Background: an optimization exercise with open tools, aiming at small area. Do not read the settings as production practice. RTL that was checked went through simulation tests only; none was proved equivalent to the original. Only the layout flow was run in runs 1 to 3; the RTL was not checked for function there. Power and IR drop assume default switching activity.

File: flow/config.mk
export PLATFORM = sky130hd
export DESIGN_NAME = dataPath
export DESIGN_NICKNAME = dataPath
export VERILOG_FILES = /design/flow/design.v
export SDC_FILE = /design/flow/constraint.sdc
export NUM_CORES = 4
export LEC_CHECK = 0
export ABC_AREA = 1
export CAP_MARGIN = 20
export CORE_MARGIN = 2
export CORE_UTILIZATION = 65
export CTS_BUF_LIST = sky130_fd_sc_hd__clkbuf_2 sky130_fd_sc_hd__clkbuf_4 sky130_fd_sc_hd__clkbuf_8
export SLEW_MARGIN = 20
File: flow/constraint.sdc
create_clock -name core_clock -period 10.0 [get_ports {CLK}]
set_input_delay 2.0000 -clock core_clock [delete_from_list [all_inputs] [get_ports {CLK}]]
set_output_delay 2.0000 -clock core_clock [all_outputs]
set_load 0.01 [all_outputs]
File: flow/design.v
package aluPkg;
    localparam int OpWidth = 4;
    typedef enum logic [OpWidth-1:0] {
        opPassA = 4'h0,
        opPassB = 4'h1,
        opNotA  = 4'h2,
        opNotB  = 4'h3,
        opAdd   = 4'h4,
        opSub   = 4'h5,
        opMax   = 4'h6,
        opAnd   = 4'h7,
        opOr    = 4'h8,
        opNand  = 4'h9,
        opXor   = 4'hA,
        opLsl   = 4'hB,
        opLsr   = 4'hC,
        opAsl   = 4'hD,
        opAsr   = 4'hE,
        opRorc  = 4'hF
    } aluOp_t;
    typedef struct packed {
        logic zero;
        logic carry;
        logic negative;
        logic overflow;
    } aluFlags_t;
endpackage
package dpTypesPkg;
    localparam int DataWidth   = 8;
    localparam int AddrWidth   = 8;
    localparam int NumGenRegs  = 4;
    localparam int NumAddrRegs = 3;
    localparam int ArfPcIdx = 0;
    localparam int ArfArIdx = 1;
    localparam int ArfSpIdx = 2;
    typedef logic [DataWidth-1:0] data_t;
    typedef logic [AddrWidth-1:0] addr_t;
    typedef logic [$clog2(NumGenRegs)-1:0] regIdx_t;
    typedef enum logic [1:0] {regClear, regLoad, regDec, regInc} regFunc_t;
    typedef enum logic [1:0] {selAR = 2'd0, selSP = 2'd1, selPC = 2'd3} arfSel_t;
    typedef enum logic [1:0] {srcAlu, srcMem, srcImm, srcArf} srcSel_t;
    typedef struct packed {
        regIdx_t                 rfOutASel;
        regIdx_t                 rfOutBSel;
        regFunc_t                rfFunc;
        logic [NumGenRegs-1:0]   rfWrMask;
        logic [3:0]              aluOp;       
        arfSel_t                 arfOutCSel;
        arfSel_t                 arfOutDSel;
        regFunc_t                arfFunc;
        logic [NumAddrRegs-1:0]  arfWrMask;
        logic                    memWr;
        srcSel_t                 muxASel;
        srcSel_t                 muxBSel;
        logic                    muxCSel;     
        data_t                   immediate;
    } ctrlWord_t;
    function automatic data_t stepReg(regFunc_t func, data_t cur, data_t din);
        case (func)
            2'd0:     stepReg = {DataWidth{1'b0}};
            2'd1:     stepReg = din;
            2'd2:     stepReg = cur - 1'b1;
            default:  stepReg = cur + 1'b1;
        endcase
    endfunction
endpackage
`timescale 1ns/10ps
module stepRegBits (
    input  logic       ld_i,       
    input  logic       step_i,     
    input  logic       up_i,       
    input  logic [7:0] ldData_i,
    input  logic [7:0] q_i,
    output logic [7:0] d_o
);
    logic [7:0] tog;
    always_comb begin
        tog[0] = step_i;
        for (int i = 1; i < 8; i++) begin
            tog[i] = tog[i-1] & ~(q_i[i-1] ^ up_i);
        end
    end
    assign d_o = ld_i ? ldData_i : (q_i ^ tog);
endmodule
`timescale 1ns/10ps
`timescale 1ns/10ps
module alu (
    input  logic                 CLK,
    input  logic                 rstN_i,
    input  logic                 we_i,
    input  logic [3:0]           op_i,
    input  logic [7:0]           a_i,
    input  logic [7:0]           b_i,
    output logic [7:0]           result_o,
    output logic [3:0]           flags_o
);
    logic       zQ, cQ, nQ, oQ;
    logic       sub, arith, shl, shr;
    logic [7:0] bx;
    logic [8:0] c;
    logic [7:0] x;
    logic [3:0] tt;
    logic [7:0] lut;
    logic       lt;
    logic       cNew, oNew, cUpd, oUpd;
    assign sub   = (op_i == 4'd5) | (op_i == 4'd6);
    assign arith = (op_i == 4'd4) | (op_i == 4'd5);
    assign shl   = (op_i == 4'd11) | (op_i == 4'd13);
    assign shr   = (op_i == 4'd12) | (op_i == 4'd14) | (op_i == 4'd15);
    assign bx = b_i ^ {8{sub}};
    always_comb begin
        c[0] = sub;
        for (int i = 0; i < 8; i++) begin
            c[i+1] = (a_i[i] ^ bx[i]) ? c[i] : a_i[i];
        end
    end
    assign lt = ~c[8];
    always_comb begin
        if (shl)      x = {a_i[6:0], 1'b0};
        else if (shr) x = {(op_i == 4'd14) ? a_i[7] : (op_i == 4'd15) ? cQ : 1'b0, a_i[7:1]};
        else          x = a_i;
    end
    always_comb begin
        case (op_i)
            4'd0:    tt = 4'b1100;
            4'd1:    tt = 4'b1010;
            4'd2:    tt = 4'b0011;
            4'd3:    tt = 4'b0101;
            4'd4:    tt = 4'b0110;
            4'd5:    tt = 4'b1001;
            4'd6:    tt = lt ? 4'b1010 : 4'b1100;
            4'd7:    tt = 4'b1000;
            4'd8:    tt = 4'b1110;
            4'd9:    tt = 4'b0111;
            4'd10:   tt = 4'b0110;
            default: tt = 4'b1100;
        endcase
    end
    always_comb begin
        for (int i = 0; i < 8; i++) lut[i] = tt[{x[i], b_i[i]}];
    end
    assign result_o = lut ^ ({8{arith}} & c[7:0]);
    always_comb begin
        cUpd = arith | shl | shr;
        oUpd = arith;
        if (arith)    cNew = c[8] ^ sub;
        else if (shl) cNew = a_i[7];
        else          cNew = a_i[0];
        oNew = c[8] ^ c[7];
    end
    always_ff @(posedge CLK) begin
        if (!rstN_i) begin
            {zQ, cQ, nQ, oQ} <= '0;
        end else if (we_i) begin
            zQ <= (result_o == 8'd0);
            nQ <= result_o[7];
            if (cUpd) cQ <= cNew;
            if (oUpd) oQ <= oNew;
        end
    end
    assign flags_o = {zQ, cQ, nQ, oQ};
endmodule
`timescale 1ns/10ps
module dataPath (
    input  logic                   CLK,
    input  logic                   rstN_i,
    input  logic                   ctrlValid_i,
    input  dpTypesPkg::ctrlWord_t  ctrl_i,
    output dpTypesPkg::data_t      aluOut_o,
    output aluPkg::aluFlags_t      flags_o,
    output dpTypesPkg::addr_t      address_o,
    input  dpTypesPkg::data_t      memRdData_i,
    output logic                   memWe_o
);
    logic [7:0] gr [4];      
    logic [7:0] ar [3];      
    logic [7:0] grD [4];
    logic [7:0] arD [3];
    logic [7:0] rfOutA, rfOutB, arfOutC, arfOutD, aluA, aluResult;
    logic [7:0] muxAOut, muxBOut, grLdData, arLdData;
    function automatic logic [7:0] pickArf(logic [1:0] sel, logic [7:0] pc, logic [7:0] a, logic [7:0] s);
        case (sel)
            2'd0:    pickArf = a;
            2'd1:    pickArf = s;
            default: pickArf = pc;
        endcase
    endfunction
    function automatic logic [7:0] pickSrc(logic [1:0] sel, logic [7:0] aluVal, logic [7:0] memVal,
                                           logic [7:0] immVal, logic [7:0] arfVal);
        case (sel)
            2'd0:    pickSrc = aluVal;
            2'd1:    pickSrc = memVal;
            2'd2:    pickSrc = immVal;
            default: pickSrc = arfVal;
        endcase
    endfunction
    assign rfOutA  = gr[ctrl_i.rfOutASel];
    assign rfOutB  = gr[ctrl_i.rfOutBSel];
    assign arfOutC = pickArf(ctrl_i.arfOutCSel, ar[0], ar[1], ar[2]);
    assign arfOutD = pickArf(ctrl_i.arfOutDSel, ar[0], ar[1], ar[2]);
    assign aluA    = ctrl_i.muxCSel ? rfOutA : arfOutC;
    alu i_alu (
        .CLK      (CLK),
        .rstN_i   (rstN_i),
        .we_i     (ctrlValid_i),
        .op_i     (ctrl_i.aluOp),
        .a_i      (aluA),
        .b_i      (rfOutB),
        .result_o (aluResult),
        .flags_o  (flags_o)
    );
    assign muxAOut = pickSrc(ctrl_i.muxASel, aluResult, memRdData_i, ctrl_i.immediate, arfOutC);
    assign muxBOut = pickSrc(ctrl_i.muxBSel, aluResult, memRdData_i, ctrl_i.immediate, arfOutC);
    assign grLdData = (rstN_i && ctrl_i.rfFunc  == 2'd1) ? muxAOut : 8'd0;
    assign arLdData = (rstN_i && ctrl_i.arfFunc == 2'd1) ? muxBOut : 8'd0;
    for (genvar r = 0; r < 4; r++) begin : g_gr
        logic en;
        assign en = ctrlValid_i & ctrl_i.rfWrMask[r];
        stepRegBits i_step (
            .ld_i     (~rstN_i | (en & ~ctrl_i.rfFunc[1])),
            .step_i   (rstN_i & en & ctrl_i.rfFunc[1]),
            .up_i     (ctrl_i.rfFunc[0]),
            .ldData_i (grLdData),
            .q_i      (gr[r]),
            .d_o      (grD[r])
        );
        always_ff @(posedge CLK) gr[r] <= grD[r];
    end
    for (genvar r = 0; r < 3; r++) begin : g_ar
        logic en;
        assign en = ctrlValid_i & ctrl_i.arfWrMask[r];
        stepRegBits i_step (
            .ld_i     (~rstN_i | (en & ~ctrl_i.arfFunc[1])),
            .step_i   (rstN_i & en & ctrl_i.arfFunc[1]),
            .up_i     (ctrl_i.arfFunc[0]),
            .ldData_i (arLdData),
            .q_i      (ar[r]),
            .d_o      (arD[r])
        );
        always_ff @(posedge CLK) ar[r] <= arD[r];
    end
    assign memWe_o   = ctrlValid_i & ctrl_i.memWr;
    assign aluOut_o  = aluResult;
    assign address_o = arfOutD;
endmodule
File: flow/run.sh
#!/bin/bash
# synth_recipe.tcl (not shown) runs the flow's synth.tcl, then flattens the netlist and writes it again
# the make line also repeats each setting of config.mk as NAME=value (left out here)
make -C /OpenROAD-flow-scripts/flow DESIGN_CONFIG=/design/flow/config.mk WORK_HOME=/design/flow/orfs CLKGATE_MAP_FILE= SYNTH_SCRIPT=/design/flow/synth_recipe.tcl finish
==> results of run 1 <==
[stage by stage]
stage	power [mW]	hold slack, ns	instances	util (%)	area, sq um
2_1_floorplan	0.465	0.444	1096	-	5980
3_3_place_gp	0.557	0.481	1255	74.0	6710
3_5_place_dp	0.561	0.487	1255	74.0	6710
4_1_cts	0.772	0.499	1271	76.1	6900
5_1_grt	0.823	0.506	1271	76.1	6900
6_report	0.780	0.495	1271	76.1	6900
[path summary, 6_finish.rpt]
kind | endpoint | slack (ns)
min | i_alu.zQ$_SDFFE_PN0P_ | 0.49
min reg2reg | i_alu.zQ$_SDFFE_PN0P_ | 0.49
max reg2reg | gr[1][4]$_DFF_P_ | 6.91
max | aluOut_o[7] | 2.49
[power breakdown]
group          switching, mW  internal (mW)  total, mW
sequential            0.0228          0.256      0.278
combinational          0.180          0.106      0.286
clock                  0.117         0.0983      0.216
total                  0.320          0.460      0.780
[Yosys cell counts, types with 4 or more instances]
cell type / count
sky130_fd_sc_hd__nand4_1: 5
sky130_fd_sc_hd__o21ai_2: 4
sky130_fd_sc_hd__o211ai_1: 16
sky130_fd_sc_hd__buf_4: 5
sky130_fd_sc_hd__nand2_1: 343
sky130_fd_sc_hd__nand2_2: 15
sky130_fd_sc_hd__clkbuf_1: 16
sky130_fd_sc_hd__xor2_1: 20
sky130_fd_sc_hd__o21ai_0: 99
sky130_fd_sc_hd__a21oi_1: 85
sky130_fd_sc_hd__nor2_1: 79
sky130_fd_sc_hd__o21ai_1: 22
sky130_fd_sc_hd__o22ai_1: 4
sky130_fd_sc_hd__nand3_1: 99
sky130_fd_sc_hd__nand3_2: 7
sky130_fd_sc_hd__inv_1: 152
sky130_fd_sc_hd__nor2_2: 5
sky130_fd_sc_hd__dfxtp_1: 60
sky130_fd_sc_hd__inv_2: 13
sky130_fd_sc_hd__xnor2_1: 16
[worst max-delay path, cell delays in order]
cell and delay (ns):
sky130_fd_sc_hd__clkdlybuf4s50_1 0.65, sky130_fd_sc_hd__nor2_2 0.43, sky130_fd_sc_hd__nand2_1 0.10, sky130_fd_sc_hd__nand3_1 0.18, sky130_fd_sc_hd__nand2_1 0.09, sky130_fd_sc_hd__nand2_1 0.14, sky130_fd_sc_hd__nand3_1 0.09, sky130_fd_sc_hd__nand2_1 0.11
sky130_fd_sc_hd__nand2_1 0.08, sky130_fd_sc_hd__nand2_1 0.07, sky130_fd_sc_hd__nand3_2 0.07, sky130_fd_sc_hd__nand3_1 0.07, sky130_fd_sc_hd__nand3_1 0.09, sky130_fd_sc_hd__nand3_1 0.12, sky130_fd_sc_hd__nand3_1 0.08, sky130_fd_sc_hd__nand3_1 0.09
sky130_fd_sc_hd__nand2_2 0.12, sky130_fd_sc_hd__nand2_1 0.09, sky130_fd_sc_hd__nand2_1 0.06, sky130_fd_sc_hd__nand2_1 0.07, sky130_fd_sc_hd__nand2_1 0.07, sky130_fd_sc_hd__nand2_2 0.10, sky130_fd_sc_hd__clkdlybuf4s50_1 0.54
[routing by layer]
metal,wire length (um),global-route usage (%)
met1,7960,51.3
met2,8480,63.1
met3,1610,5.15
met4,1120,21.7
met5,0,0
[layout by cell type, fill, tap and decap left out, drive strengths merged]
master         instances
nand2                358
inv                  166
o21ai                125
nand3                106
a21oi                 85
nor2                  84
clkdlybuf4s50         68
dfxtp                 60
xor2                  20
o211ai                16
xnor2                 16
clkbuf                10
nand4                  5
or2                    5
o22ai                  4
nor3                   4
o2111ai                3
a221oi                 3
a31oi                  3
clkinvlp               3
buf                    3
clkinv                 3
o311ai                 2
a21boi                 2
o21a                   2
o21bai                 1
a22oi                  1
and2                   1
nand3b                 1
[final cells by class]
type | count | area (sq um)
clock buffer | 10 | 138
timing repair buffer | 71 | 703
inverter | 166 | 623
multi-input combinational | 847 | 4040
sequential | 60 | 1200
tap | 111 | 139
clock inverter | 6 | 48.8
fill | 815 | 2170
[sequential cells by signal, indices dropped and copies added (netlist names)]
signal	cells
i_alu.cQ	1
i_alu.zQ	1
gr	32
i_alu.oQ	1
ar	24
i_alu.nQ	1
[logic make-up (layout without fill, tap and decap cells)]
group | Yosys count | count (layout) | synth area share, %
simple gates | 564 | 564 | 39.8
compound gates | 247 | 247 | 22.5
buf+inv | 189 | 253 | 12.3
flops | 60 | 60 | 20.1
xor+xnor | 36 | 36 | 5.27
==> summary.txt, run 1 <==
Status
  • Outcome: no timing/DRC/antenna violations

Placed design
  • IO buf count: 68
  • Final Wtd Congestion: 0.987
  • Hpwl dp: about 15,000 um
  • Post-placement setup slack: ~2.6 ns

Die
  • Count of pins on the block boundary: 69
  • Width of the die: roughly 100 um
  • Placement Rows: 35
  • Area of the core: 9060 sq um
  • Die Footprint: around 10000 sq um
  • Initial core utilization: between 60% and 70%
  • Chip Height: between 90 and 100 um

Timing
  • Worst-Margin Slew: between 0.9 and 1 ns
  • Worst max-slew margin expressed relative to the limit: about two fifths
  • Final setup skew: around 0.009 ns
  • Shortest clock period the worst path allows after layout: 7.51 ns
  • Period utilization: about 75%
  • Final Max Tran Viols: 0
  • Maximum clock frequency: between 100 and 150 MHz
  • Hold violation count in the final report: 0
  • Setup TNS after final layout: 0 ns
  • Final setup margin: 2.49 ns
  • Setup-violating endpoint count in the final report: 0
  • Setup repair after global routing missed its margin: no

Route
  • Number of nets still failing antenna checks after routing: 0
  • Detailed-route via count: roughly 7,400
  • First-pass iteration count of the detailed router: 5
  • Post-detailed-route via-to-cell ratio: roughly 5.8
  • Total Routed Length: between 15,000 and 20,000 um
  • Number of DRC markers after the initial detailed-route iteration: 615
  • # DRC: 0
  • Routed len/inst: around 15 um

Clock network
  • Number of clock buffers inserted by TritonCTS: 9
  • Clock tree root buffer cell: sky130_fd_sc_hd__clkbuf_8
  • Maximum root-to-sink buffer count: 2
  • Clock input transition at the sequential cells of the worst setup and hold paths: ~0.070 ns
  • Maximum level of the CTS H-tree: 3
  • Cts repair resizes: 0
  • Clock insertion delay at the later pin of the skew report: between 0.3 and 0.4 ns
  • Cts-stage hold buffer count: 0
  • TritonCTS clock tree: yes
  • Number of sinks driven by the clock tree: 60
  • Setup bufs post-CTS: 0

GRT
  • Maximum number of pins on one net before global-route repair: 35
  • Total track usage: between 30 and 40%
  • Vias in the first global route: 6,729
  • First-pass GRT wire length: 31,700 um
  • Total overflow reported by the global router: 0
  • Number of antenna violations at the first check in global routing: 0

Cells and area
  • Fraction of final layout cells with drive strength greater than 1: under 10%
  • Number of antenna diodes: 0
  • Area added between synthesis and finish: 15.3%
  • Count of nets after finishing: about 1,200

Yosys
  • Mapped cell area: 5980 sq um
  • Ys flop type: sky130_fd_sc_hd__dfxtp_1
  • Share of the synthesized area in the top cell type: approximately 22%
  • Number of different library cells in the post-synthesis netlist: 38
  • Syn Inst Count: 1,096
  • Count of flip-flops with a built-in enable after synthesis: 0
  • Count of warnings emitted by yosys: 9
  • Top area cells in the synthesized netlist: sky130_fd_sc_hd__nand2_1 (22%), sky130_fd_sc_hd__dfxtp_1 (20%), sky130_fd_sc_hd__inv_1 (9.5%), sky130_fd_sc_hd__nand3_1 (8.3%), sky130_fd_sc_hd__o21ai_0 (8.3%)
  • Dominant cell type by area after synthesis: sky130_fd_sc_hd__nand2_1
  • Sequential cell area fraction in the yosys report: 20.1%
  • Mean instance size in the synthesized netlist: around 5.5 sq um
  • Register bit total from synthesis: 60
  • Post-synthesis async set-or-reset flop share: 0%
  • Syn_nets: between 1,000 and 1,500

Critical path
  • FF-to-FF Start: ar[2][6]$_DFF_P_
  • Required time at the worst-slack endpoint: approximately 8.0 ns
  • Worst setup startpoint: ctrl_i[22]
  • CP Class: in -> out
  • Setup crit end kind: primary output
  • Worst endpoint data arrival time: between 5 and 6 ns
  • Max FO, Critical Path: 10
  • Number of cells traversed by the worst register-to-register path: 22
  • Kind of start point of the critical path: input pin

Pwr
  • Leak pwr: ~3.3 nW
  • Peak ir drop on the vdd network: 0.0000753 V
  • Power density over cell area: ~110 nW/um^2

Worst hold path
  • Type of the most critical hold path: reg -> reg
  • Hold wc startpoint: i_alu.zQ$_SDFFE_PN0P_
  • Hold Path Depth: 2

Run
  • Max Cap Violations: 0
==> inputs of run 2 (changes only) <==
--- a/flow/config.mk
+++ b/flow/config.mk
@@ -10,4 +10,3 @@
 export CORE_MARGIN = 2
-export CORE_UTILIZATION = 65
-export CTS_BUF_LIST = sky130_fd_sc_hd__clkbuf_2 sky130_fd_sc_hd__clkbuf_4 sky130_fd_sc_hd__clkbuf_8
+export CORE_UTILIZATION = 40
 export SLEW_MARGIN = 20
==> summary.txt, run 2 <==
Pwr
  • Total power consumption of the routed design: approximately 1000 uW
  • Cell-internal power: roughly 630 uW
  • Relative contribution of sequential cells to total power: 28.6%
  • Clock network fraction of total power: a little over two fifths
  • Switching pwr: 343 uW
  • Peak ir drop on the vdd network: just over 0.00009 V
  • Switching share of power: about a third
  • Leak pwr: ~3.4 nW
  • Power density over cell area: ~140 nW/um^2
  • Share of total power in combinational logic: between 20% and 30%

Clock network
  • Cts repair resizes: 0
  • Clock tree root buffer cell: sky130_fd_sc_hd__clkbuf_16
  • Clock input transition at the sequential cells of the worst setup and hold paths: 0.06 ns
  • Cts-stage hold buffer count: 0
  • TritonCTS clock tree: yes
  • Number of sinks driven by the clock tree: 60
  • Maximum root-to-sink buffer count: 2
  • Maximum level of the CTS H-tree: 3
  • Setup bufs post-CTS: 0
  • Number of clock buffers inserted by TritonCTS: 9
  • Clock insertion delay at the later pin of the skew report: between 0.3 and 0.4 ns

Yosys
  • Mapped cell area: between 5000 and 6000 sq um
  • Syn_nets: between 1,000 and 1,500
  • Most frequent cells after synthesis: sky130_fd_sc_hd__nand2_1 (343), sky130_fd_sc_hd__inv_1 (152), sky130_fd_sc_hd__nand3_1 (99), sky130_fd_sc_hd__o21ai_0 (99), sky130_fd_sc_hd__a21oi_1 (85)
  • Share of the synthesized area in the top cell type: between 20 and 25%
  • Post-synthesis async set-or-reset flop share: 0%
  • Register bit total from synthesis: 60
  • Sequential cell area fraction in the yosys report: approximately a fifth
  • Mean instance size in the synthesized netlist: approximately 5.5 sq um
  • Ys flop type: sky130_fd_sc_hd__dfxtp_1
  • Syn Inst Count: 1,096
  • Count of warnings emitted by yosys: 9
  • Top area cells in the synthesized netlist: sky130_fd_sc_hd__nand2_1 (22%), sky130_fd_sc_hd__dfxtp_1 (20%), sky130_fd_sc_hd__inv_1 (9.5%), sky130_fd_sc_hd__nand3_1 (8.3%), sky130_fd_sc_hd__o21ai_0 (8.3%)
  • Count of flip-flops with a built-in enable after synthesis: 0
  • Most repeated cell in the gate-level netlist after synthesis: sky130_fd_sc_hd__nand2_1
  • Dominant cell type by area after synthesis: sky130_fd_sc_hd__nand2_1
  • Number of different library cells in the post-synthesis netlist: 38

Route
  • Number of DRC markers after the initial detailed-route iteration: between 600 and 700
  • # DRC: 0
  • Detailed-route via count: 7,034
  • Routed len/inst: between 15 and 20 um
  • Post-detailed-route via-to-cell ratio: between 5 and 6
  • Total Routed Length: 20,900 um
  • First-pass iteration count of the detailed router: 7
  • Number of nets still failing antenna checks after routing: 0

Placed design
  • IO buf count: 68
  • Hpwl dp: 16,500 um
  • Post-placement setup slack: between 2 and 3 ns
  • Final Wtd Congestion: ~0.90
  • Number of placed instances with taps included: roughly 1,300
  • Area post-placement: between 6000 and 7000 sq um

Timing
  • Shortest clock period the worst path allows after layout: between 7 and 8 ns
  • Period utilization: about three quarters
  • Hold violation count in the final report: 0
  • Final Max Tran Viols: 0
  • Final setup margin: roughly 2.6 ns
  • Setup TNS after final layout: 0 ns
  • Maximum clock frequency: about 130 MHz
  • Worst-Margin Slew: ~0.95 ns
  • Worst max-slew margin expressed relative to the limit: a little under two fifths
  • Final setup skew: just over 0.01 ns
  • Setup-violating endpoint count in the final report: 0
  • Setup repair after global routing missed its margin: no

Critical path
  • Required time at the worst-slack endpoint: 8.00 ns
  • Crit path top cell by count: sky130_fd_sc_hd__nand2_1
  • Cells along the critical path: clkdlybuf4s50_1 -> nor2_2 -> nand2_1 -> o211ai_1 -> o21ai_0 -> inv_1 -> nor2_1 -> inv_1 -> nand3_1 -> nand3_2 -> nand3_2 -> nand3_1 -> nand2_2 -> nand2_1 -> nand3_1 -> nand2_1 -> nand2_1 -> nand2_1 -> inv_2 -> clkdlybuf4s50_1
  • Max FO, Critical Path: 10
  • CP top delay family: buffers and inverters
  • Bufs and invs on worst path: 5
  • Worst endpoint data arrival time: roughly 5.5 ns
  • Slowest cell on the critical path: sky130_fd_sc_hd__clkdlybuf4s50_1
  • Setup crit end kind: primary output
  • Kind of start point of the critical path: input pin
  • CP Class: in -> out
  • Slowest cell delay on critical path: approximately 0.7 ns

Cells and area
  • Top library cells by usage in the layout, fill and taps aside: sky130_fd_sc_hd__nand2_1 (343), sky130_fd_sc_hd__inv_1 (152), sky130_fd_sc_hd__o21ai_0 (99), sky130_fd_sc_hd__nand3_1 (99), sky130_fd_sc_hd__a21oi_1 (85)
  • Registers with the most flip-flops: gr x32, ar x24
  • Non-Filler Cell Area, Final: 7170 sq um
  • Most common library cell in the layout ignoring fill and taps: sky130_fd_sc_hd__nand2_1
  • Most flop-heavy register: gr
  • Area added between synthesis and finish: 19.9%
  • Cell Count, Final, Fillers Out: roughly 1,300
  • Count of nets after finishing: 1,203
  • Number of antenna diodes: 0
  • Fraction of final layout cells with drive strength greater than 1: about 5.6%
  • Flip-flop count of the largest register after layout: 32

Die
  • Chip Height: around 130 um
  • Placement Rows: 44
  • Initial core utilization: roughly two fifths
  • Width of the die: 126 um
  • Count of pins on the block boundary: a little under 70
  • Area of the core: around 15,000 sq um
  • Die Footprint: 15,900 sq um

GRT
  • Total track usage: a little over a quarter
  • Vias in the first global route: approximately 6,500
  • First-pass GRT wire length: between 30,000 and 40,000 um
  • Total overflow reported by the global router: 0
  • Maximum number of pins on one net before global-route repair: 35
  • Number of antenna violations at the first check in global routing: 0

Run
  • Max Cap Violations: 0

Worst hold path
  • Type of the most critical hold path: reg -> reg

Status
  • Outcome: no timing/DRC/antenna violations
==> run 2: layout make-up <==
type	instances	area (sq um)
multi-input combinational	847	4040
tap	184	230
sequential	60	1200
timing repair buffer	71	703
inverter	166	623
clock inverter	7	146
clock buffer	9	225
fill	1568	7420
==> run 2: path summary, 6_finish.rpt <==
check                        start               endpoint  slack (ns)  cells after the start
min          i_alu.zQ$_SDFFE_PN0P_  i_alu.zQ$_SDFFE_PN0P_        0.48                      2
max                     ctrl_i[22]            aluOut_o[6]        2.55                     20
max reg2reg       ar[2][6]$_DFF_P_       gr[0][4]$_DFF_P_        6.90                     22
min reg2reg  i_alu.zQ$_SDFFE_PN0P_  i_alu.zQ$_SDFFE_PN0P_        0.48                      2
==> run 2: power groups by stage <==
stage / Clock [mW] / Combinational, mW / Sequential (mW)
2_1_floorplan: 0 / 0.189 / 0.276
3_3_place_gp: 0 / 0.283 / 0.284
3_5_place_dp: 0 / 0.284 / 0.284
4_1_cts: 0.411 / 0.286 / 0.279
5_1_grt: 0.423 / 0.325 / 0.282
6_report: 0.408 / 0.289 / 0.279
==> run 2: routing by layer <==
layer	vias to the layer above	track usage, %	part of all wire [%]
met1	3145	36.4	46
met4	0	7.82	2.2
li1	3657	-	-
met3	38	3.87	4.7
met2	194	43.8	47
met5	-	0	0
==> run 2: cells by family (layout without fill, tap and decap cells) <==
logic type | count (synthesis) | after routing | share of synthesized area (%)
and+or+nand+nor | 564 | 564 | 39.8
AOI/OAI and AO/OA | 247 | 247 | 22.5
buffers and inverters | 189 | 253 | 12.3
DFF | 60 | 60 | 20.1
xor gates and xnor gates | 36 | 36 | 5.27
==> run 2: through the flow <==
| step | hold WS, ns | utilization [%] |
|---|---|---|
| after global routing | 0.535 | 49.2 |
| after floorplan | 0.444 | - |
| after global placement | 0.457 | 46.6 |
| after detailed placement | 0.463 | 46.6 |
| final | 0.478 | 49.2 |
| after CTS | 0.473 | 49.2 |
==> run 2: worst reg2reg max path: cells and delay by family (launching register included) <==
family                 cells  cell delay, ns
and+or+nand+nor           15            1.62
AOI/OAI and AO/OA          3            0.54
DFF                        1            0.44
buffers and inverters      4            0.38
==> inputs of run 3 (changes only) <==
==> flow/flow/run.sh (new file) <==
#!/bin/bash
# Own layout flow: the standard ORFS flow with three changes
#  - synthesis maps logic with an area-only ABC script (flow/abc_area_min.script)
#    instead of ORFS's abc_area.script, which also buffers and upsizes gates;
#    everything else in synthesis is the standard flow's own synth_recipe.tcl, so register
#    names and cells are those of the standard synthesis
#  - ports are buffered with sky130_fd_sc_hd__buf_1 (BUFFER_PORTS_ARGS)
#  - the rest is standard.sh unchanged
# Each tool's output goes to a log file of its own in this folder.
set -euo pipefail
W=$PWD
cat > "$W/own_synth.tcl" <<EOT
# synth_recipe.tcl with the ABC script swapped for flow/abc_area_min.script
proc abc {args} {
  set i [lsearch -exact \$args -script]
  if {\$i >= 0} { lset args [expr {\$i + 1}] $W/flow/abc_area_min.script }
  puts "own_synth: abc \$args"
  yosys abc {*}\$args
}
source $W/synth_recipe.tcl
EOT
sed "s#$W/synth_recipe.tcl#$W/own_synth.tcl#g" standard.sh > own_standard.sh
grep -q own_synth.tcl own_standard.sh
export BUFFER_PORTS_ARGS="-buffer_cell sky130_fd_sc_hd__buf_1"
bash own_standard.sh synth > "$W/log_synth.txt" 2>&1
grep -q "own_synth: abc -script $W/flow/abc_area_min.script" orfs/logs/*/dataPath/base/1_2_yosys.log
bash own_standard.sh > "$W/log_layout.txt" 2>&1
test -s out/final.def
==> flow/flow/abc_area_min.script (new file) <==
strash
&get -n
&st
&dch
&nf -R 1000
&put
topo
==> flow/standard.sh (new file) <==
#!/bin/bash
# synth_recipe.tcl (not shown) runs the flow's synth.tcl, then flattens the netlist and writes it again
# the make line also repeats each setting of config.mk as NAME=value (left out here)
make -C /OpenROAD-flow-scripts/flow DESIGN_CONFIG=/design/flow/config.mk WORK_HOME=/design/flow/orfs CLKGATE_MAP_FILE= SYNTH_SCRIPT=/design/flow/synth_recipe.tcl "${@:-finish}"
--- a/flow/config.mk
+++ b/flow/config.mk
@@ -10,3 +10,4 @@
 export CORE_MARGIN = 2
-export CORE_UTILIZATION = 40
+export CORE_UTILIZATION = 65
+export CTS_BUF_LIST = sky130_fd_sc_hd__clkbuf_2 sky130_fd_sc_hd__clkbuf_4 sky130_fd_sc_hd__clkbuf_8
 export SLEW_MARGIN = 20
removed: flow/run.sh
==> summary.txt, run 3 <==
Yosys
  • Top area cells in the synthesized netlist: sky130_fd_sc_hd__dfxtp_1 (24%), sky130_fd_sc_hd__nand2_1 (11%), sky130_fd_sc_hd__xor2_1 (10%), sky130_fd_sc_hd__xnor2_1 (9.5%), sky130_fd_sc_hd__o21ai_0 (8.3%)
  • Syn Inst Count: approximately 720
  • Register bit total from synthesis: 60
  • Post-synthesis async set-or-reset flop share: 0%
  • Ys flop type: sky130_fd_sc_hd__dfxtp_1
  • Syn_nets: around 770
  • Mean instance size in the synthesized netlist: between 6 and 7 sq um
  • Count of flip-flops with a built-in enable after synthesis: 0
  • Most repeated cell in the gate-level netlist after synthesis: sky130_fd_sc_hd__nand2_1
  • Dominant cell type by area after synthesis: sky130_fd_sc_hd__dfxtp_1
  • Share of the synthesized area in the top cell type: 24.0%
  • Number of different library cells in the post-synthesis netlist: 36
  • Count of warnings emitted by yosys: 9
  • Sequential cell area fraction in the yosys report: between 20% and 30%
  • Most frequent cells after synthesis: sky130_fd_sc_hd__nand2_1 (143), sky130_fd_sc_hd__nor2_1 (84), sky130_fd_sc_hd__o21ai_0 (83)
  • Mapped cell area: approximately 5000 sq um

Placed design
  • IO buf count: roughly 70
  • Hpwl dp: between 10,000 and 15,000 um
  • Area post-placement: between 5000 and 6000 sq um
  • Final Wtd Congestion: 0.964

Die
  • Count of pins on the block boundary: 69
  • Initial core utilization: 67.8%
  • Die Footprint: 8410 sq um
  • Placement Rows: 31
  • Chip Height: roughly 92 um
  • Width of the die: 91.7 um
  • Area of the core: 7370 sq um

Status
  • Outcome: no timing/DRC/antenna violations

Clock network
  • Cts repair resizes: 0
  • Maximum level of the CTS H-tree: 3
  • Number of sinks driven by the clock tree: 60
  • TritonCTS clock tree: yes
  • Clock input transition at the sequential cells of the worst setup and hold paths: approximately 0.070 ns
  • Maximum root-to-sink buffer count: 2
  • Number of clock buffers inserted by TritonCTS: 9
  • Clock insertion delay at the later pin of the skew report: approximately 0.36 ns
  • Setup bufs post-CTS: 0
  • Cts-stage hold buffer count: 0
  • Clock tree root buffer cell: sky130_fd_sc_hd__clkbuf_8

Timing
  • Setup repair after global routing missed its margin: no
  • Final Max Tran Viols: 0
  • Setup-violating endpoint count in the final report: 0
  • Period utilization: roughly nine tenths
  • Final setup skew: between 0.01 and 0.015 ns
  • Worst-Margin Slew: around 1 ns
  • Shortest clock period the worst path allows after layout: 8.81 ns
  • Worst max-slew margin expressed relative to the limit: around a third
  • Maximum clock frequency: roughly 110 MHz
  • Hold violation count in the final report: 0
  • Setup TNS after final layout: 0 ns

Run
  • Max Cap Violations: 0

Route
  • Routed len/inst: around 17 um
  • # DRC: 0
  • Number of DRC markers after the initial detailed-route iteration: about 630
  • Total Routed Length: 15,200 um
  • Number of nets still failing antenna checks after routing: 0
  • First-pass iteration count of the detailed router: 8
  • Detailed-route via count: between 5,000 and 6,000
  • Post-detailed-route via-to-cell ratio: roughly 6.3

Cells and area
  • Count of nets after finishing: roughly 850
  • Registers with the most flip-flops: gr x32, ar x24
  • Top library cells by usage in the layout, fill and taps aside: sky130_fd_sc_hd__nand2_1 (143), sky130_fd_sc_hd__nor2_1 (84), sky130_fd_sc_hd__o21ai_0 (83), sky130_fd_sc_hd__a21oi_1 (69), sky130_fd_sc_hd__buf_1 (67)
  • Number of antenna diodes: 0
  • Most flop-heavy register: gr
  • Most common library cell in the layout ignoring fill and taps: sky130_fd_sc_hd__nand2_1
  • Flip-flop count of the largest register after layout: 32
  • Non-Filler Cell Area, Final: approximately 5600 sq um
  • Fraction of final layout cells with drive strength greater than 1: 2.61%
  • Area added between synthesis and finish: 11.7%

Pwr
  • Total power consumption of the routed design: 752 uW
  • Switching share of power: 37.5%
  • Share of total power in combinational logic: 31.1%
  • Cell-internal power: about 470 uW
  • Switching pwr: 282 uW
  • Relative contribution of sequential cells to total power: a little under two fifths
  • Peak ir drop on the vdd network: between 0.00008 and 0.00009 V
  • Clock network fraction of total power: 30.5%
  • Leak pwr: between 2 and 2.5 nW
  • Power density over cell area: around 130 nW/um^2

Critical path
  • Slowest cell on the critical path: sky130_fd_sc_hd__a222oi_1
  • CP Class: in -> out
  • FF-to-FF Start: ar[2][0]$_DFF_P_
  • RR Endpoint: gr[3][5]$_DFF_P_
  • Worst endpoint data arrival time: between 6 and 7 ns
  • Max FO, Critical Path: 12
  • Flop-to-flop setup slack: roughly 4.7 ns
  • Setup crit end kind: primary output
  • Required time at the worst-slack endpoint: 8.00 ns
  • Number of cells traversed by the worst register-to-register path: 22
  • Slowest cell delay on critical path: ~0.58 ns
  • Kind of start point of the critical path: input pin
  • Cells along the critical path: buf_1 -> nor2b_1 -> a222oi_1 -> o21ai_0 -> a21oi_1 -> o21ai_0 -> a21oi_1 -> maj3_1 -> o21ai_0 -> maj3_1 -> a21oi_1 -> clkinv_1 -> nor2_1 -> a21oi_1 -> nor3b_1 -> nor4_1 -> buf_4 -> mux2i_1 -> o21ai_0 -> xor2_1 -> clkinv_1 -> buf_1

Worst hold path
  • Hold endpoint: i_alu.zQ$_SDFFE_PN0P_
  • Type of the most critical hold path: reg -> reg
  • Hold wc startpoint: i_alu.zQ$_SDFFE_PN0P_
  • Hold Path Depth: 2

GRT
  • Fraction of met1 tracks used by global routing: 45.0%
  • Number of antenna violations at the first check in global routing: 0
  • Total track usage: 36.7%
  • Most crowded layer after global routing: met2
  • First-pass GRT wire length: 25,300 um
  • Global Route met3 Usage: just over 5%
  • Maximum number of pins on one net before global-route repair: 36
  • Vias in the first global route: 5,405
  • Total overflow reported by the global router: 0
  • GRT met2 Usage: 62.7%
run 3: cell types whose count changed in the layout (fill, tap and decap cells not counted), moves of 38 or more:
cell	before	now
sky130_fd_sc_hd__buf_1	0	67
sky130_fd_sc_hd__clkdlybuf4s50_1	68	0
sky130_fd_sc_hd__inv_1	152	0
sky130_fd_sc_hd__nand2_1	343	143
sky130_fd_sc_hd__nand3_1	99	10
sky130_fd_sc_hd__xnor2_1	16	54
sky130_fd_sc_hd__xor2_1	20	59
run 3: how the worst max path moves through the flow:
stage                     from          end  cells after the start
floorplan           ctrl_i[34]  aluOut_o[7]                     20
global placement    ctrl_i[22]  aluOut_o[7]                     22
detailed placement  ctrl_i[22]  aluOut_o[7]                     22
CTS                 ctrl_i[22]  aluOut_o[7]                     22
global route        ctrl_i[22]  aluOut_o[7]                     22
finish              ctrl_i[22]  aluOut_o[7]                     22
run 3: layer usage:
metal,wire (um),vias to the layer above
met5,0,-
li1,-,2724
met1,6170,2629
met2,7430,275
met3,1150,45
met4,457,0
run 3: worst max-delay path: cells and delay by family:
family | cells | cell delay [ns]
compound gates | 9 | 2.10
xor+xnor | 1 | 0.21
fa+ha+maj | 2 | 0.62
buf+inv | 5 | 1.07
mux | 1 | 0.07
simple gates | 4 | 0.74
run 3: cell type report:
| cell class | instances | area, sq um |
|---|---|---|
| Sequential cell | 60 | 1200 |
| Clock inverter | 4 | 50.0 |
| Clock buffer | 11 | 145 |
| Fill cell | 628 | 1790 |
| Timing Repair Buffer | 73 | 294 |
| Inverter | 16 | 60.1 |
| Multi-Input combinational cell | 641 | 3710 |
| Tap cell | 99 | 124 |
run 3: power groups by stage:
stage          registers, mW  clock network (mW)  logic, mW
2_1_floorplan          0.284                   0      0.161
3_3_place_gp           0.291                   0      0.218
3_5_place_dp           0.292                   0      0.226
4_1_cts                0.287               0.228      0.228
5_1_grt                0.290               0.238      0.258
6_report               0.288               0.229      0.234
run 3: cells by family (layout without fill, tap and decap cells):
family / after synthesis / after routing / share of synthesized area (%)
buffers and inverters: 20 / 104 / 1.80
and+or+nand+nor: 301 / 301 / 25.7
muxes: 14 / 14 / 2.80
xor gates and xnor gates: 113 / 113 / 19.8
DFF: 60 / 60 / 24.0
adders and majority gates: 2 / 2 / 0.400
AOI/OAI and AO/OA: 211 / 211 / 25.5
run 3: through the flow:
| step | setup slack [ns] | utilization, % | hold WS (ns) | instances |
|---|---|---|---|---|
| floorplan | 1.99 | - | 0.473 | 721 |
| global placement | 1.60 | 73.1 | 0.494 | 889 |
| detailed placement | 1.41 | 73.1 | 0.503 | 889 |
| CTS | 1.39 | 75.8 | 0.519 | 904 |
| global route | 0.815 | 75.8 | 0.567 | 904 |
| finish | 1.19 | 75.8 | 0.518 | 904 |
==> inputs of run 4 (changes only) <==
--- a/flow/design.v
+++ b/flow/design.v
@@ -86,2 +86,3 @@
 `timescale 1ns/10ps
+`timescale 1ns/10ps
 module alu (
@@ -139,3 +140,3 @@
     always_comb begin
-        for (int i = 0; i < 8; i++) lut[i] = tt[{x[i], b_i[i]}];
+        for (int i = 0; i < 8; i++) lut[i] = (tt[3] & x[i] & b_i[i]) | (tt[2] & x[i] & ~b_i[i]) | (tt[1] & ~x[i] & b_i[i]) | (tt[0] & ~x[i] & ~b_i[i]);
     end
@@ -178,25 +179,22 @@
     logic [7:0] arD [3];
-    logic [7:0] rfOutA, rfOutB, arfOutC, arfOutD, aluA, aluResult;
-    logic [7:0] muxAOut, muxBOut, grLdData, arLdData;
-    function automatic logic [7:0] pickArf(logic [1:0] sel, logic [7:0] pc, logic [7:0] a, logic [7:0] s);
-        case (sel)
-            2'd0:    pickArf = a;
-            2'd1:    pickArf = s;
-            default: pickArf = pc;
-        endcase
-    endfunction
-    function automatic logic [7:0] pickSrc(logic [1:0] sel, logic [7:0] aluVal, logic [7:0] memVal,
-                                           logic [7:0] immVal, logic [7:0] arfVal);
-        case (sel)
-            2'd0:    pickSrc = aluVal;
-            2'd1:    pickSrc = memVal;
-            2'd2:    pickSrc = immVal;
-            default: pickSrc = arfVal;
-        endcase
-    endfunction
-    assign rfOutA  = gr[ctrl_i.rfOutASel];
-    assign rfOutB  = gr[ctrl_i.rfOutBSel];
-    assign arfOutC = pickArf(ctrl_i.arfOutCSel, ar[0], ar[1], ar[2]);
-    assign arfOutD = pickArf(ctrl_i.arfOutDSel, ar[0], ar[1], ar[2]);
-    assign aluA    = ctrl_i.muxCSel ? rfOutA : arfOutC;
+    logic [7:0] rfOutB, arfOutC, arfOutD, aluA, aluResult;
+    logic [7:0] grLdData, arLdData;
+    logic [3:0] selA, selB, selLdA, selLdB;
+    logic [2:0] selC, selD;
+    logic       ldA, ldB;
+    assign selA = {4{ctrl_i.muxCSel}} & (4'b0001 << ctrl_i.rfOutASel);
+    assign selB = 4'b0001 << ctrl_i.rfOutBSel;
+    assign selC = {ctrl_i.arfOutCSel[1], ctrl_i.arfOutCSel == 2'd1, ctrl_i.arfOutCSel == 2'd0};
+    assign selD = {ctrl_i.arfOutDSel[1], ctrl_i.arfOutDSel == 2'd1, ctrl_i.arfOutDSel == 2'd0};
+    assign ldA    = rstN_i & (ctrl_i.rfFunc == 2'd1);
+    assign ldB    = rstN_i & (ctrl_i.arfFunc == 2'd1);
+    assign selLdA = {4{ldA}} & (4'b0001 << ctrl_i.muxASel);
+    assign selLdB = {4{ldB}} & (4'b0001 << ctrl_i.muxBSel);
+    assign arfOutC = ({8{selC[0]}} & ar[1]) | ({8{selC[1]}} & ar[2]) | ({8{selC[2]}} & ar[0]);
+    assign arfOutD = ({8{selD[0]}} & ar[1]) | ({8{selD[1]}} & ar[2]) | ({8{selD[2]}} & ar[0]);
+    assign rfOutB  = ({8{selB[0]}} & gr[0]) | ({8{selB[1]}} & gr[1]) |
+                     ({8{selB[2]}} & gr[2]) | ({8{selB[3]}} & gr[3]);
+    assign aluA    = ({8{selA[0]}} & gr[0]) | ({8{selA[1]}} & gr[1]) |
+                     ({8{selA[2]}} & gr[2]) | ({8{selA[3]}} & gr[3]) |
+                     ({8{~ctrl_i.muxCSel}} & arfOutC);
     alu i_alu (
@@ -211,6 +209,6 @@
     );
-    assign muxAOut = pickSrc(ctrl_i.muxASel, aluResult, memRdData_i, ctrl_i.immediate, arfOutC);
-    assign muxBOut = pickSrc(ctrl_i.muxBSel, aluResult, memRdData_i, ctrl_i.immediate, arfOutC);
-    assign grLdData = (rstN_i && ctrl_i.rfFunc  == 2'd1) ? muxAOut : 8'd0;
-    assign arLdData = (rstN_i && ctrl_i.arfFunc == 2'd1) ? muxBOut : 8'd0;
+    assign grLdData = ({8{selLdA[0]}} & aluResult) | ({8{selLdA[1]}} & memRdData_i) |
+                      ({8{selLdA[2]}} & ctrl_i.immediate) | ({8{selLdA[3]}} & arfOutC);
+    assign arLdData = ({8{selLdB[0]}} & aluResult) | ({8{selLdB[1]}} & memRdData_i) |
+                      ({8{selLdB[2]}} & ctrl_i.immediate) | ({8{selLdB[3]}} & arfOutC);
     for (genvar r = 0; r < 4; r++) begin : g_gr
==> summary.txt, run 4 <==
Clock network
  • Clock tree root buffer cell: sky130_fd_sc_hd__clkbuf_8
  • Number of clock buffers inserted by TritonCTS: 9
  • Maximum root-to-sink buffer count: 2
  • Cts-stage hold buffer count: 0
  • Setup bufs post-CTS: 0
  • Number of sinks driven by the clock tree: 60
  • TritonCTS clock tree: yes
  • Clock input transition at the sequential cells of the worst setup and hold paths: roughly 0.070 ns
  • Clock insertion delay at the later pin of the skew report: 0.35 ns
  • Cts repair resizes: 0
  • Maximum level of the CTS H-tree: 3

Die
  • Placement Rows: 31
  • Width of the die: 90.1 um
  • Die Footprint: 8110 sq um
  • Initial core utilization: roughly 67%
  • Count of pins on the block boundary: 69
  • Chip Height: approximately 90 um
  • Area of the core: between 7000 and 8000 sq um

Placed design
  • Area post-placement: between 5000 and 6000 sq um
  • Hpwl dp: 11,400 um
  • Final Wtd Congestion: 1.03
  • IO buf count: between 60 and 70

Route
  • Detailed-route via count: around 5,400
  • First-pass iteration count of the detailed router: 6
  • Number of DRC markers after the initial detailed-route iteration: about 470
  • Number of nets still failing antenna checks after routing: 0
  • # DRC: 0
  • Post-detailed-route via-to-cell ratio: roughly 6.3
  • Routed len/inst: roughly 18 um
  • Total Routed Length: around 15,000 um

Critical path
  • Worst setup startpoint: ctrl_i[8]
  • CP Class: in -> out
  • Number of cells traversed by the worst register-to-register path: 22
  • Worst endpoint data arrival time: around 7.4 ns
  • Flop-to-flop setup slack: around 4.5 ns
  • Kind of start point of the critical path: input pin
  • Max FO, Critical Path: 12
  • Required time at the worst-slack endpoint: around 8.0 ns
  • RR Endpoint: i_alu.zQ$_SDFFE_PN0P_
  • Setup crit end kind: primary output
  • Endpoint of the most critical setup path: aluOut_o[2]
  • FF-to-FF Start: ar[2][0]$_DFF_P_

Timing
  • Worst Hold Margin: approximately 0.5 ns
  • Period utilization: 94.3%
  • Setup TNS after final layout: 0 ns
  • Worst max-slew margin expressed relative to the limit: 34.1%
  • Maximum clock frequency: 106 MHz
  • Setup repair after global routing missed its margin: no
  • Worst-Margin Slew: a little under 1 ns
  • Final Max Tran Viols: 0
  • Final setup skew: around 0.0073 ns
  • Setup-violating endpoint count in the final report: 0
  • Shortest clock period the worst path allows after layout: roughly 9.4 ns
  • Hold violation count in the final report: 0

GRT
  • Fraction of met1 tracks used by global routing: between 40% and 50%
  • Most crowded layer after global routing: met2
  • GRT met2 Usage: 66.3%
  • Global Route met3 Usage: under 10%
  • First-pass GRT wire length: about 24,000 um
  • Total overflow reported by the global router: 0
  • Vias in the first global route: 4,965
  • Maximum number of pins on one net before global-route repair: 34
  • Number of antenna violations at the first check in global routing: 0
  • Total track usage: roughly 37%

Yosys
  • Dominant cell type by area after synthesis: sky130_fd_sc_hd__dfxtp_1
  • Post-synthesis async set-or-reset flop share: 0%
  • Ys flop type: sky130_fd_sc_hd__dfxtp_1
  • Number of different library cells in the post-synthesis netlist: 37
  • Syn Inst Count: roughly 660
  • Mapped cell area: 4810 sq um
  • Most frequent cells after synthesis: sky130_fd_sc_hd__nand2_1 (115), sky130_fd_sc_hd__nor2_1 (82), sky130_fd_sc_hd__a21oi_1 (67)
  • Register bit total from synthesis: 60
  • Mean instance size in the synthesized netlist: around 7.4 sq um
  • Top area cells in the synthesized netlist: sky130_fd_sc_hd__dfxtp_1 (25%), sky130_fd_sc_hd__xnor2_1 (10%), sky130_fd_sc_hd__xor2_1 (10%), sky130_fd_sc_hd__nand2_1 (9.0%), sky130_fd_sc_hd__a21oi_1 (7.0%)
  • Most repeated cell in the gate-level netlist after synthesis: sky130_fd_sc_hd__nand2_1
  • Sequential cell area fraction in the yosys report: 24.9%
  • Count of flip-flops with a built-in enable after synthesis: 0
  • Syn_nets: around 700
  • Share of the synthesized area in the top cell type: between 20% and 30%
  • Count of warnings emitted by yosys: 9

Run
  • Max Cap Violations: 0

Pwr
  • Switching share of power: between 30% and 40%
  • Switching pwr: about 270 uW
  • Cell-internal power: 474 uW
  • Power density over cell area: 135 nW/um^2
  • Peak ir drop on the vdd network: roughly 0.000096 V
  • Leak pwr: 2.05 nW
  • Total power consumption of the routed design: around 740 uW
  • Relative contribution of sequential cells to total power: approximately two fifths
  • Share of total power in combinational logic: 29.4%
  • Clock network fraction of total power: 31.5%

Cells and area
  • Count of nets after finishing: between 700 and 800
  • Non-Filler Cell Area, Final: about 5500 sq um
  • Top library cells by usage in the layout, fill and taps aside: sky130_fd_sc_hd__nand2_1 (115), sky130_fd_sc_hd__nor2_1 (82), sky130_fd_sc_hd__a21oi_1 (67), sky130_fd_sc_hd__buf_1 (67), sky130_fd_sc_hd__dfxtp_1 (60)
  • Registers with the most flip-flops: gr x32, ar x24
  • Fillcell total: about 570
  • Area added between synthesis and finish: 13.6%
  • Most common library cell in the layout ignoring fill and taps: sky130_fd_sc_hd__nand2_1
  • Most flop-heavy register: gr
  • Flip-flop count of the largest register after layout: 32
  • Fraction of final layout cells with drive strength greater than 1: between 4 and 5%
  • Number of antenna diodes: 0

Worst hold path
  • Hold wc startpoint: i_alu.zQ$_SDFFE_PN0P_
  • Type of the most critical hold path: reg -> reg

Status
  • Outcome: no timing/DRC/antenna violations
run 4: changes by cell type after synthesis, moves of 6 or more:
cell and delta:
sky130_fd_sc_hd__o21ai_0 -34, sky130_fd_sc_hd__nand2_1 -28, sky130_fd_sc_hd__a221oi_1 +12, sky130_fd_sc_hd__clkinv_1 -12
sky130_fd_sc_hd__a22oi_1 +9, sky130_fd_sc_hd__mux2i_1 +8, sky130_fd_sc_hd__a222oi_1 -7, sky130_fd_sc_hd__nand2b_1 -6
sky130_fd_sc_hd__nor2b_1 -6
run 4: worst min-delay path by stage:
stage | slack (ns) | to | depth (start not counted)
after floorplan | 0.45 | i_alu.zQ$_SDFFE_PN0P_ | 2
after global placement | 0.47 | i_alu.zQ$_SDFFE_PN0P_ | 2
after detailed placement | 0.48 | i_alu.zQ$_SDFFE_PN0P_ | 2
after CTS | 0.50 | i_alu.zQ$_SDFFE_PN0P_ | 2
after global routing | 0.51 | i_alu.zQ$_SDFFE_PN0P_ | 2
final | 0.50 | i_alu.zQ$_SDFFE_PN0P_ | 2
run 4: logic make-up (layout without fill, tap and decap cells):
kind of cell,after synthesis,count (layout),synth area share (%)
adders and majority gates,4,4,0.832
DFF,60,60,24.9
muxes,22,22,4.57
and+or+nand+nor,254,254,22.3
AOI/OAI and AO/OA,194,194,25.8
xor gates and xnor gates,113,113,20.6
buffers and inverters,8,101,0.935
run 4: power groups by stage:
stage / Sequential (mW) / Clock, mW / Combinational [mW]
6_report: 0.289 / 0.233 / 0.218
3_3_place_gp: 0.292 / 0 / 0.204
5_1_grt: 0.291 / 0.244 / 0.237
4_1_cts: 0.288 / 0.233 / 0.213
3_5_place_dp: 0.293 / 0 / 0.210
2_1_floorplan: 0.285 / 0 / 0.147
run 4: metrics by stage:
step                      util (%)  setup slack [ns]  std cells
final                         75.8             0.568        847
after global routing          75.8             0.288        847
after global placement        72.9              1.06        831
after CTS                     75.8             0.840        847
after detailed placement      72.9             0.859        831
after floorplan                  -              2.09        655
run 4: critical path, stage by stage:
cell and delay, ns:
sky130_fd_sc_hd__buf_1 0.36, sky130_fd_sc_hd__nor3b_1 0.81, sky130_fd_sc_hd__a222oi_1 0.22, sky130_fd_sc_hd__o211a_1 0.22
sky130_fd_sc_hd__mux2i_1 0.23, sky130_fd_sc_hd__maj3_1 0.26, sky130_fd_sc_hd__a21oi_1 0.10, sky130_fd_sc_hd__maj3_1 0.38
sky130_fd_sc_hd__maj3_1 0.39, sky130_fd_sc_hd__nand2_1 0.08, sky130_fd_sc_hd__o21ai_0 0.11, sky130_fd_sc_hd__maj3_1 0.45
sky130_fd_sc_hd__nand2_1 0.08, sky130_fd_sc_hd__o21ai_0 0.20, sky130_fd_sc_hd__a21oi_1 0.59, sky130_fd_sc_hd__a211oi_1 0.17
sky130_fd_sc_hd__nor2_1 0.14, sky130_fd_sc_hd__xor2_1 0.45, sky130_fd_sc_hd__buf_1 0.20
run 4: layout make-up:
type | instances | area [sq um] | share of cell area (%)
clock buffer | 12 | 159 | 2.91
clock inverter | 4 | 47.5 | 0.869
inverter | 4 | 15.0 | 0.275
multi-input combinational | 587 | 3570 | 65.2
sequential | 60 | 1200 | 22.0
tap | 99 | 124 | 2.26
timing repair buffer | 81 | 354 | 6.47
run 4: metal layers:
layer | part of all wire (%) | up-vias | routed length, um
li1 | - | 2560 | -
met1 | 40 | 2502 | 6060
met2 | 50 | 266 | 7580
met3 | 6.3 | 49 | 959
met4 | 3.3 | 0 | 503
met5 | 0 | - | 0
==> inputs of run 5 (changes only) <==
--- a/flow/config.mk
+++ b/flow/config.mk
@@ -11,3 +11,3 @@
 export CORE_UTILIZATION = 65
-export CTS_BUF_LIST = sky130_fd_sc_hd__clkbuf_2 sky130_fd_sc_hd__clkbuf_4 sky130_fd_sc_hd__clkbuf_8
+export CTS_BUF_LIST = sky130_fd_sc_hd__clkbuf_2 sky130_fd_sc_hd__clkbuf_4
 export SLEW_MARGIN = 20
==> summary.txt, run 5 <==
Yosys
  • Fraction of the mapped netlist area in compound gates: 25.8%
  • Post-synthesis async set-or-reset flop share: 0%
  • Syn_nets: approximately 700
  • Register bit total from synthesis: 60
  • Top area cells in the synthesized netlist: sky130_fd_sc_hd__dfxtp_1 (25%), sky130_fd_sc_hd__xnor2_1 (10%), sky130_fd_sc_hd__xor2_1 (10%), sky130_fd_sc_hd__nand2_1 (9.0%), sky130_fd_sc_hd__a21oi_1 (7.0%)
  • Count of flip-flops with a built-in enable after synthesis: 0
  • Syn Inst Count: roughly 660
  • Ys flop type: sky130_fd_sc_hd__dfxtp_1
  • Share of the synthesized area in the top cell type: between 20% and 30%
  • Largest family of logic cells by synthesized area: compound AO/OA/AOI/OAI gates
  • Dominant cell type by area after synthesis: sky130_fd_sc_hd__dfxtp_1
  • Xor and xnor area share after synthesis: 20.6%
  • Sequential cell area fraction in the yosys report: roughly a quarter
  • Number of different library cells in the post-synthesis netlist: 37
  • Mapped cell area: around 4800 sq um
  • Adder and majority cell fraction of the synthesized area: 0.832%
  • Most repeated cell in the gate-level netlist after synthesis: sky130_fd_sc_hd__nand2_1
  • Mean instance size in the synthesized netlist: roughly 7.4 sq um
  • Multiplexer share of the synthesized area: roughly 4.6%
  • Post-synthesis share of cell area spent on and, or, nand and nor gates: roughly 22%
  • Count of warnings emitted by yosys: 9
  • Most frequent cells after synthesis: sky130_fd_sc_hd__nand2_1 (115), sky130_fd_sc_hd__nor2_1 (82), sky130_fd_sc_hd__a21oi_1 (67)

Cells and area
  • Registers with the most flip-flops: gr x32, ar x24
  • Fraction of final layout cells with drive strength greater than 1: 3.74%
  • Top library cells by usage in the layout, fill and taps aside: sky130_fd_sc_hd__nand2_1 (115), sky130_fd_sc_hd__nor2_1 (82), sky130_fd_sc_hd__a21oi_1 (67), sky130_fd_sc_hd__buf_1 (67), sky130_fd_sc_hd__dfxtp_1 (60)
  • Fillcell total: between 500 and 600
  • Flip-flop count of the largest register after layout: 32
  • Count of nets after finishing: between 700 and 800
  • Area added between synthesis and finish: 12.1%
  • Non-Filler Cell Area, Final: 5400 sq um
  • Most flop-heavy register: gr
  • Most common library cell in the layout ignoring fill and taps: sky130_fd_sc_hd__nand2_1

Placed design
  • IO buf count: around 70
  • Final Wtd Congestion: 1.03
  • Area post-placement: about 5300 sq um
  • Hpwl dp: ~11,000 um

Timing
  • Shortest clock period the worst path allows after layout: about 9.4 ns
  • Maximum clock frequency: between 100 and 150 MHz
  • Setup TNS after final layout: 0 ns
  • Setup-violating endpoint count in the final report: 0
  • Setup repair after global routing missed its margin: no
  • Final setup skew: approximately 0.012 ns
  • Period utilization: 93.7%
  • Worst-Margin Slew: just under 1 ns
  • Hold violation count in the final report: 0
  • Final Max Tran Viols: 0
  • Worst Hold Margin: around 0.5 ns
  • Worst max-slew margin expressed relative to the limit: 33.9%

Clock network
  • Clock insertion delay at the later pin of the skew report: 0.43 ns
  • Clock tree root buffer cell: sky130_fd_sc_hd__clkbuf_4
  • Setup bufs post-CTS: 0
  • Cts repair resizes: 0
  • Clock input transition at the sequential cells of the worst setup and hold paths: 0.10 ns
  • TritonCTS clock tree: yes
  • Maximum root-to-sink buffer count: 2
  • Number of clock buffers inserted by TritonCTS: 9
  • Maximum level of the CTS H-tree: 3
  • Cts-stage hold buffer count: 0
  • Number of sinks driven by the clock tree: 60

Route
  • Number of nets still failing antenna checks after routing: 0
  • First-pass iteration count of the detailed router: 6
  • Number of DRC markers after the initial detailed-route iteration: ~400
  • # DRC: 0
  • Post-detailed-route via-to-cell ratio: 6.32
  • Total Routed Length: around 15,000 um
  • Routed len/inst: roughly 17 um
  • Detailed-route via count: 5,360

Pwr
  • Power density over cell area: around 130 nW/um^2
  • Leak pwr: 2.01 nW
  • Peak ir drop on the vdd network: 0.0000884 V

Die
  • Die Footprint: roughly 8000 sq um
  • Area of the core: 7210 sq um
  • Width of the die: 90.1 um
  • Placement Rows: 31
  • Initial core utilization: 66.7%
  • Count of pins on the block boundary: between 60 and 70
  • Chip Height: ~90 um

GRT
  • Vias in the first global route: 4,911
  • Total overflow reported by the global router: 0
  • Number of antenna violations at the first check in global routing: 1
  • First-pass GRT wire length: 24,200 um
  • Total track usage: between 30% and 40%
  • Maximum number of pins on one net before global-route repair: 34

Critical path
  • Required time at the worst-slack endpoint: 8.00 ns
  • Cells along the critical path: buf_1 -> nor3b_1 -> a222oi_1 -> o211a_1 -> mux2i_1 -> maj3_1 -> a21oi_1 -> maj3_1 -> maj3_1 -> nand2_1 -> o21ai_0 -> maj3_1 -> nand2_1 -> o21ai_0 -> a21oi_1 -> a211oi_1 -> nor2_1 -> xor2_1 -> buf_1
  • Max FO, Critical Path: 12
  • Kind of start point of the critical path: input pin
  • Slowest cell delay on critical path: 0.81 ns
  • Slowest cell on the critical path: sky130_fd_sc_hd__nor3b_1
  • Setup crit end kind: primary output
  • Worst endpoint data arrival time: 7.37 ns
  • Crit path top cell by count: sky130_fd_sc_hd__maj3_1
  • CP Class: in -> out

Status
  • Outcome: no timing/DRC/antenna violations

Run
  • Max Cap Violations: 0

Worst hold path
  • Type of the most critical hold path: reg -> reg
-- run 5: per-layer routing --
metal / track usage [%] / up-vias / part of all wire, %
li1: - / 2554 / -
met1: 43.5 / 2505 / 40
met5: 0 / - / 0
met2: 65.4 / 253 / 50
met3: 5.28 / 48 / 6.2
met4: 15.1 / 0 / 3.4
-- run 5: path summary, 6_finish.rpt --
check	startpoint	to	slack [ns]	depth (start not counted)
min reg2reg	i_alu.zQ$_SDFFE_PN0P_	i_alu.zQ$_SDFFE_PN0P_	0.50	2
max reg2reg	ar[1][0]$_DFF_P_	i_alu.zQ$_SDFFE_PN0P_	4.60	22
max	ctrl_i[8]	aluOut_o[2]	0.63	19
min	i_alu.zQ$_SDFFE_PN0P_	i_alu.zQ$_SDFFE_PN0P_	0.50	2
-- run 5: stage by stage --
step / power [mW] / cells / util [%] / setup WS [ns]
after floorplan: 0.432 / 655 / - / 2.09
after CTS: 0.673 / 847 / 74.7 / 0.843
after detailed placement: 0.503 / 831 / 72.9 / 0.859
after global routing: 0.711 / 848 / 74.8 / 0.244
final: 0.678 / 848 / 74.8 / 0.631
after global placement: 0.496 / 831 / 72.9 / 1.06
-- run 5: cell type report --
class	instances	area [sq um]	share of cell area, %
Antenna cell	1	2.50	0.0464
Clock buffer	10	75.1	1.39
Clock inverter	6	55.1	1.02
Inverter	4	15.0	0.278
Multi-Input combinational cell	587	3570	66.1
Sequential cell	60	1200	22.3
Tap cell	99	124	2.30
Timing Repair Buffer	81	354	6.56
-- run 5: cell families after synthesis --
family	after synthesis
and+or+nand+nor	254
adders and majority gates	4
xor gates and xnor gates	113
buffers and inverters	8
DFF	60
AOI/OAI and AO/OA	194
muxes	22
-- run 5: worst max-delay path, delay by kind of cell --
kind	cells	cell delay (ns)
adders and majority gates	4	1.45
AOI/OAI and AO/OA	7	1.60
and+or+nand+nor	4	1.11
xor gates and xnor gates	1	0.44
buffers and inverters	2	0.54
muxes	1	0.22
-- run 5: power breakdown --
group	leakage (nW)	total, mW	internal (mW)	switching, mW
combinational	1.45	0.217	0.0839	0.133
clock	0.0712	0.173	0.0765	0.0965
sequential	0.495	0.289	0.259	0.0292
total	2.01	0.678	0.420	0.259
==> inputs of run 6 (changes only) <==
--- a/flow/flow/run.sh
+++ b/flow/flow/run.sh
@@ -23,2 +23,3 @@
 grep -q own_synth.tcl own_standard.sh
+export CTS_ARGS="-sink_clustering_enable -repair_clock_nets -buf_list {sky130_fd_sc_hd__clkbuf_2 sky130_fd_sc_hd__clkbuf_4} -dont_use_dummy_load"
 export BUFFER_PORTS_ARGS="-buffer_cell sky130_fd_sc_hd__buf_1"
==> summary.txt, run 6 <==
Critical path
  • CP Class: in -> out
  • Kind of start point of the critical path: input pin
  • Setup crit end kind: primary output
  • Worst endpoint data arrival time: roughly 7.4 ns

Die
  • Placement Rows: 31
  • Width of the die: approximately 90 um
  • Area of the core: 7210 sq um
  • Count of pins on the block boundary: roughly 70
  • Chip Height: 90.1 um
  • Die Footprint: slightly above 8000 sq um

Timing
  • Shortest clock period the worst path allows after layout: approximately 9.3 ns
  • Worst Hold Margin: 0.498 ns
  • Final setup margin: 0.655 ns
  • Period utilization: between 90% and 100%
  • Worst-Margin Slew: 0.975 ns
  • Setup TNS after final layout: 0 ns
  • Final setup skew: approximately 0.024 ns

Pwr
  • Leak pwr: just under 2 nW
  • Peak ir drop on the vdd network: 0.0000862 V
  • Power density over cell area: around 120 nW/um^2

Yosys
  • Mapped cell area: between 4000 and 5000 sq um
  • Count of warnings emitted by yosys: 9
  • Mean instance size in the synthesized netlist: ~7.4 sq um
  • Dominant cell type by area after synthesis: sky130_fd_sc_hd__dfxtp_1
  • Syn Inst Count: about 660
  • Post-synthesis async set-or-reset flop share: 0%
  • Count of flip-flops with a built-in enable after synthesis: 0
  • Register bit total from synthesis: 60
  • Number of different library cells in the post-synthesis netlist: 37

Placed design
  • Post-placement setup slack: approximately 0.86 ns
  • Hpwl dp: 11,400 um
  • IO buf count: between 60 and 70

Route
  • # DRC: 0
  • Detailed-route via count: between 5,000 and 6,000

Status
  • Outcome: no timing/DRC/antenna violations

GRT
  • First-pass GRT wire length: 24,000 um
  • Vias in the first global route: 4,878

Clock network
  • Clock tree root buffer cell: sky130_fd_sc_hd__clkbuf_4
  • Setup bufs post-CTS: 0
  • Clock insertion delay at the later pin of the skew report: 0.43 ns
  • Maximum level of the CTS H-tree: 3
  • Clock input transition at the sequential cells of the worst setup and hold paths: roughly 0.080 ns

Cells and area
  • Most common library cell in the layout ignoring fill and taps: sky130_fd_sc_hd__nand2_1
  • Count of nets after finishing: 791
  • Area added between synthesis and finish: 10.8%
  • Fraction of final layout cells with drive strength greater than 1: between 3 and 4%
  • Registers with the most flip-flops: gr x32, ar x24
  • Top library cells by usage in the layout, fill and taps aside: sky130_fd_sc_hd__nand2_1 (115), sky130_fd_sc_hd__nor2_1 (82), sky130_fd_sc_hd__a21oi_1 (67), sky130_fd_sc_hd__buf_1 (67), sky130_fd_sc_hd__dfxtp_1 (60)

Worst hold path
  • Type of the most critical hold path: reg -> reg
[run 6: layout make-up]
type                    instances  area [sq um]
inverters                       4          15.0
flip-flops and latches         60          1200
diodes                          1          2.50
repair buffers                 81           354
fillers                       598          1880
clock buffers                   9          67.6
well taps                      99           124
multi-input cells             587          3570
[run 6: worst paths after layout]
| kind | from | end | slack (ns) | cells past startpoint |
|---|---|---|---|---|
| setup / recovery | ctrl_i[8] | aluOut_o[2] | 0.65 | 19 |
| hold / removal | i_alu.zQ$_SDFFE_PN0P_ | i_alu.zQ$_SDFFE_PN0P_ | 0.50 | 2 |
| setup reg to reg | ar[1][0]$_DFF_P_ | i_alu.zQ$_SDFFE_PN0P_ | 4.60 | 22 |
| hold reg to reg | i_alu.zQ$_SDFFE_PN0P_ | i_alu.zQ$_SDFFE_PN0P_ | 0.50 | 2 |
[run 6: per-layer routing]
layer  part of all wire [%]  global-route usage, %  routed length, um  up-vias
met5                      0                      0                  0        -
met4                    3.1                   14.2                448        0
met3                    6.8                   5.36                996       45
met2                     50                   64.8               7350      262
met1                     40                   43.3               5880     2479
li1                       -                      -                  -     2554
[run 6: critical path, cell delays in order]
cell and delay [ns]:
sky130_fd_sc_hd__buf_1 0.35, sky130_fd_sc_hd__nor3b_1 0.80, sky130_fd_sc_hd__a222oi_1 0.22, sky130_fd_sc_hd__o211a_1 0.22
sky130_fd_sc_hd__mux2i_1 0.22, sky130_fd_sc_hd__maj3_1 0.24, sky130_fd_sc_hd__a21oi_1 0.09, sky130_fd_sc_hd__maj3_1 0.38
sky130_fd_sc_hd__maj3_1 0.40, sky130_fd_sc_hd__nand2_1 0.08, sky130_fd_sc_hd__o21ai_0 0.10, sky130_fd_sc_hd__maj3_1 0.45
sky130_fd_sc_hd__nand2_1 0.08, sky130_fd_sc_hd__o21ai_0 0.20, sky130_fd_sc_hd__a21oi_1 0.58, sky130_fd_sc_hd__a211oi_1 0.16
sky130_fd_sc_hd__nor2_1 0.14, sky130_fd_sc_hd__xor2_1 0.42, sky130_fd_sc_hd__buf_1 0.20
[run 6: logic make-up (layout without fill, tap and decap cells)]
family                   after synthesis  after routing  share of synthesized area, %
AND/OR/NAND/NOR                      254            254                          22.3
flip-flops                            60             60                          24.9
XOR/XNOR                             113            113                          20.6
buffers and inverters                  8             94                         0.935
other                                  0              1                             0
adder cells (fa/ha/maj)                4              4                         0.832
multiplexers                          22             22                          4.57
AO/OA/AOI/OAI                        194            194                          25.8
[run 6: per-stage QoR]
step                utilization (%)  total power [mW]  std cells
CTS                            73.9             0.625        840
finish                         73.9             0.630        841
floorplan                         -             0.432        655
global route                   73.9             0.663        841
detailed placement             72.9             0.503        831
global placement               72.9             0.496        831
[run 6: power by group]
part / internal [mW] / total [mW] / switching [mW]
registers: 0.259 / 0.288 / 0.0289
logic: 0.0838 / 0.216 / 0.132
clock network: 0.0417 / 0.126 / 0.0847
total: 0.385 / 0.630 / 0.245

Re-timed with assumed drivers on the ports (clkbuf_16 on the clock, buf_2 on other inputs), run 6 has 0.618 ns of setup slack against 0.655 ns with ideal ports, and 0.618 ns once port delays also move by the mid clock arrival of 0.451 ns.
